What follows belongs to an exercise in optimizing a design on an open flow for small area; a production flow would make more cautious choices.
Function was checked by simulation only, so behaviour that the tests miss may differ from the original.

==> inputs of job 6912 <==
// running_mean_stddev
module running_mean_stddev #(
    parameter int MAX_COUNT   = 65536,
    parameter int FRAC_BITS   = 16
) (
    input  logic        aclk,
    input  logic        aresetn,
    input  logic        s_axis_tvalid,
    output logic        s_axis_tready,
    input  logic [15:0] s_axis_tdata,    
    input  logic        s_axis_tlast,
    output logic        m_axis_tvalid,
    input  logic        m_axis_tready,
    output logic [87:0] m_axis_tdata,    
    input  logic        psel,
    input  logic        penable,
    input  logic        pwrite,
    input  logic [1:0]  paddr,
    input  logic [31:0] pwdata,
    output logic [31:0] prdata,
    output logic        pready
);
==> flow/config.mk <==
export PLATFORM = sky130hd
export DESIGN_NAME = running_mean_stddev
export DESIGN_NICKNAME = running_mean_stddev
export VERILOG_FILES = /design/flow/design.v
export SDC_FILE = /design/flow/constraint.sdc
export NUM_CORES = 4
export LEC_CHECK = 0
export CAP_MARGIN = 20
export CORE_MARGIN = 2
export CORE_UTILIZATION = 40
export CTS_BUF_LIST = sky130_fd_sc_hd__clkbuf_8
export CTS_CLUSTER_DIAMETER = 60
export CTS_CLUSTER_SIZE = 20
export SLEW_MARGIN = 20
==> flow/constraint.sdc <==
create_clock -name core_clock -period 11.0 [get_ports {aclk}]
set_input_delay 2.2000 -clock core_clock [delete_from_list [all_inputs] [get_ports {aclk}]]
set_output_delay 2.2000 -clock core_clock [all_outputs]
set_load 0.01 [all_outputs]
run.sh (not shown) runs the stock make flow with config.mk's settings and CLKGATE_MAP_FILE= SYNTH_SCRIPT=/design/flow/synth_recipe.tcl, a recipe that flattens the netlist after the stock synthesis.
==> job 6595: changes against job 6912 <==
--- a/flow/design.v
+++ b/flow/design.v
@@ -65,97 +65,91 @@
             ovf <= ovf_n;
         end
     end
     always_ff @(posedge aclk) begin
         if (!aresetn) mode <= 1'b0;
         else if (psel && penable && pwrite && paddr == 2'd0) mode <= pwdata[0];
     end
-    logic [7:0]  t;
+    logic [7:0]  t, t_n;
     logic [16:0] N;
     logic        OVF, NEG;
     logic [15:0] RM;         
     logic [31:0] MB;         
     logic [62:0] X;          
     logic [33:0] R;
     logic [32:0] DR;
-    logic        brw, seen;
+    logic        brw, seen, mreg;
     logic [2:0]  PC;
     logic        qc;
+    rms_add #(.W(8)) u_t (.a(t), .b(8'd0), .ci(1'b1), .s(t_n), .co());
     logic ph0, pY, pQ, pM, pD, pDiv, pSq, sqB, fin, tlastdiv;
     assign ph0  = busy & (t[7:6] == 2'b00);
     assign pY   = ph0 & ~t[5];
     assign pD   = ph0 & t[5] & (t[4:0] >= 5'd15);
     assign pQ   = ph0 & ~pD;
-    assign pM   = ph0 & t[5];
+    assign pM   = busy & (t[7:5] == 3'b010);
     assign pDiv = busy & (t[7:6] == 2'b01);
     assign pSq  = busy & (t[7:6] == 2'b10);
     assign sqB  = ~t[0];
     assign tlastdiv = (t[5:0] == 6'd63);
     assign fin  = busy & (t == 8'd190);
     logic [31:0] mp_in;
     logic        m_eff;
     logic [16:0] nm_in;
     assign mp_in = sum_n ^ {32{sum_n[31]}};
     assign m_eff = mode & (cnt != 17'd0);
     assign nm_in = m_eff ? (cnt[16] ? 17'h0FFFF : cnt) : cnt_n;
     logic [31:0] mp;
-    logic        s_t, m_t;
-    logic [31:0] ya;
-    assign mp  = {RM, MB[31:16]};
-    assign s_t = mp[t[4:0]] ^ NEG;
-    assign m_t = NEG ? (s_t ^ seen) : s_t;
-    logic        ya_co;
+    logic        s_nx, seen_nx, m_nx;
+    assign mp      = {RM, MB[31:16]};
+    assign s_nx    = mp[t_n[4:0]] ^ NEG;
+    assign seen_nx = seen | mreg;
+    assign m_nx    = s_nx ^ (NEG & seen_nx);
+    logic inj, qb;
+    assign inj  = (t == 8'd11 && PC[0]) || (t == 8'd22 && PC[1]) || (t == 8'd32 && PC[2]);
+    assign qb   = ~X[0] ^ inj ^ qc;
     logic        bm;
-    assign bm = m_t & pY;
-    rms_adds #(.W(32), .L(20)) u_ya (.a(R[31:0]), .b(bm ? mp : 32'd0), .ci(bm & NEG),
-                            .s(ya), .co(ya_co));
+    logic [33:0] r2, bop, aa, bb, sa;
+    logic        ca, ge;
+    logic [31:0] ya;
+    assign bm  = mreg & pY;
+    assign r2  = {R[32:0], X[31]};
+    assign bop = pSq ? {DR[31:0], 2'b01} : {1'b0, DR};
+    assign aa  = ph0 ? {2'b00, R[31:0]} : r2;
+    assign bb  = ph0 ? {2'b00, (bm ? mp : 32'd0)} : ~bop;
+    rms_adds #(.W(34), .L(19)) u_sa (.a(aa), .b(bb), .ci(ph0 ? (bm & NEG) : 1'b1),
+                                     .s(sa), .co(ca));
+    assign ya = sa[31:0];
+    assign ge = ca;
     logic [15:0] xa_a;
     logic        xa_m;
-    logic [16:0] xa;
+    logic [16:0] r2m, ab_a, ab_b, xa;
+    logic        gem;
     assign xa_a = pQ ? X[62:47] : DR[32:17];
-    logic inj, qb;
-    assign inj  = (t == 8'd11 && PC[0]) || (t == 8'd22 && PC[1]) || (t == 8'd32 && PC[2]);
-    assign qb   = ~X[0] ^ inj ^ qc;
     assign xa_m = pQ ? qb : DR[0];
-    rms_add #(.W(17)) u_xa (.a({1'b0, xa_a}), .b(xa_m ? N : 17'd0), .ci(1'b0),
-                            .s(xa), .co());
+    assign r2m  = {RM, MB[31]};
+    assign ab_a = ph0 ? {1'b0, xa_a} : r2m;
+    assign ab_b = ph0 ? (xa_m ? N : 17'd0) : ~N;
+    rms_add #(.W(17)) u_xa (.a(ab_a), .b(ab_b), .ci(~ph0), .s(xa), .co(gem));
     logic xbit, ybit, abit, brw_n;
     assign xbit  = pQ ? xa[0] : X[47];
     assign ybit  = ya[0];
     assign abit  = xbit ^ ybit ^ brw;
     assign brw_n = (~xbit & (ybit | brw)) | (ybit & brw);
-    logic [16:0] r2m;
-    logic [17:0] dm;
-    logic        gem;
-    assign r2m = {RM, MB[31]};
-    logic        dm_co;
-    rms_add #(.W(17)) u_dm (.a(r2m), .b(~N), .ci(1'b1), .s(dm[16:0]), .co(dm_co));
-    assign dm[17] = 1'b0;
-    assign gem = dm_co;
-    logic [33:0] r2, bop, diff;
-    logic        bor, ge;
-    assign r2  = {R[32:0], X[31]};
-    assign bop = pSq ? {DR[31:0], 2'b01} : {1'b0, DR};
-    logic        d_co;
-    rms_adds #(.W(34), .L(21)) u_diff (.a(r2), .b(~bop), .ci(1'b1), .s(diff), .co(d_co));
-    assign bor = ~d_co;
-    assign ge  = d_co;
     always_ff @(posedge aclk) begin
         if (!aresetn) begin
             busy  <= 1'b0;
             valid <= 1'b0;
         end else begin
             if (go) busy <= 1'b1;
             else if (fin) busy <= 1'b0;
             if (fin) valid <= 1'b1;
             else if (m_axis_tready) valid <= 1'b0;
         end
     end
-    logic [7:0] t_n;
-    rms_add #(.W(8)) u_t (.a(t), .b(8'd0), .ci(1'b1), .s(t_n), .co());
     always_ff @(posedge aclk) begin
         if (go) t <= '0;
         else t <= t_n;
     end
     always_ff @(posedge aclk) begin
         if (go) begin
             N   <= cnt_n;
@@ -165,40 +159,44 @@
         end
     end
     always_ff @(posedge aclk) begin
         if (go) begin
             RM <= mp_in[31:16];
             MB <= {mp_in[15:0], (sum_n[31] & ~cnt[16]) ? ~cnt[15:0] : 16'd0};
         end else if (pM) begin
-            RM <= gem ? dm[15:0] : r2m[15:0];
+            RM <= gem ? xa[15:0] : r2m[15:0];
             MB <= {MB[30:0], gem ^ NEG};
         end
     end
     always_ff @(posedge aclk) begin
         if (go) begin
             seen <= 1'b0;
+            mreg <= sum_n[0];
             brw  <= 1'b0;
             qc   <= 1'b0;
         end else if (ph0) begin
             qc <= (~X[0] & inj) | (qc & (~X[0] ^ inj));
-            if (pY) seen <= seen | s_t;
+            if (pY) begin
+                seen <= seen_nx;
+                mreg <= m_nx;
+            end
             brw <= brw_n;
         end
     end
     always_ff @(posedge aclk) begin
         if (go) X <= {16'd0, sq_n};
         else if (pQ) X <= {xa[16:1], pY & abit, X[46:1]};
         else if (pD) X[62:47] <= {1'b0, X[62:48]};
         else X <= {X[61:32], ge, X[30:0], X[62]};
     end
     always_ff @(posedge aclk) begin
         if (go) R <= '0;
         else if (ph0) R <= {2'd0, abit & ~pY, ya[31:1]};
         else if (pDiv && tlastdiv) R <= '0;
-        else R <= ((ge && !(pSq && !sqB)) ? diff : r2);
+        else R <= ((ge && !(pSq && !sqB)) ? sa : r2);
     end
     always_ff @(posedge aclk) begin
         if (go) DR <= {16'd0, nm_in};
         else if (pD) DR <= {xa, DR[16:1]};
         else if (pDiv && tlastdiv) DR <= '0;
         else if (pSq && sqB) DR[31:0] <= {DR[30:0], ge};
     end
==> reports/results.ini <==
[outcome]
outcome = complete, no violations

[drt]
drt-initial-drc-count = 1328
wl_per_cell_um = 20.1

[placement]
place.gp.congestion = 0.885

[floorplanning]
placementRows = 87

[cells_and_area]
fin_cells = 3142
register_area_um2 = 7610

[synth]
synthMuxAreaShare_pct = 4.03
synth.area.top_cells = fa_1 24%, edfxtp_1 18%, dfxtp_1 16%
synth_simple_gate_area_share_pct = 15.1

[pwr]
internal_power_uw = 3040

[setup_path]
worstPathRequired_ps = 11530
reg2reg_to = u_ya.a[27]

[timing]
worstMarginPinSlew_ps = 964
hold_ws_ps = 496

-- figures above: job 6912

==> reports/results.ini <==
[synth]
synth_simple_gate_area_share_pct = 15.2
synth.area.top_cells = fa_1 21%, edfxtp_1 18%, dfxtp_1 16%

[drt]
wl_per_cell_um = 19.6

[placement]
place.gp.congestion = 0.911

[cells_and_area]
register_area_um2 = 7640

[outcome]
outcome = complete, no violations

[pwr]
internal_power_uw = 3150

[setup_path]
reg2reg_to = R[31]

[timing]
worstMarginPinSlew_ps = 1090

-- figures above: job 6595

port drivers added, routing unchanged:
Ports are ideal in the flow. The routed layouts listed here were re-timed in OpenROAD.
Step 1 (the two cells are an assumption about what drives the block):
set clk [get_ports {aclk}]
set_driving_cell -lib_cell sky130_fd_sc_hd__clkbuf_16 $clk
set_driving_cell -lib_cell sky130_fd_sc_hd__buf_2 [delete_from_list [all_inputs] $clk]
Step 2 moves the port delays by t, midway between the first and last clock arrival at a register: inputs arrive t later, outputs are due t later. That takes back most of the time a late clock gives input paths.
Slacks: ideal ports / drivers / drivers and shift; pairs: ideal ports / drivers.
| run | t, ns | setup slack, ns | worst hold slack (ns) |
|---|---|---|---|
| job 6912 | 0.721 | 0.403 / 0.403 / -0.035 | 0.496 / 0.496 / 0.496 |
| job 6595 | 0.675 | 0.375 / 0.375 / -0.088 | 0.499 / 0.499 / 0.499 |
Met with ideal ports but missed after step 2: setup timing in job 6912 and job 6595. For job 6595, which loses most, drivers alone change the setup slack by 0.000 ns; drivers and shift together by -0.463 ns.
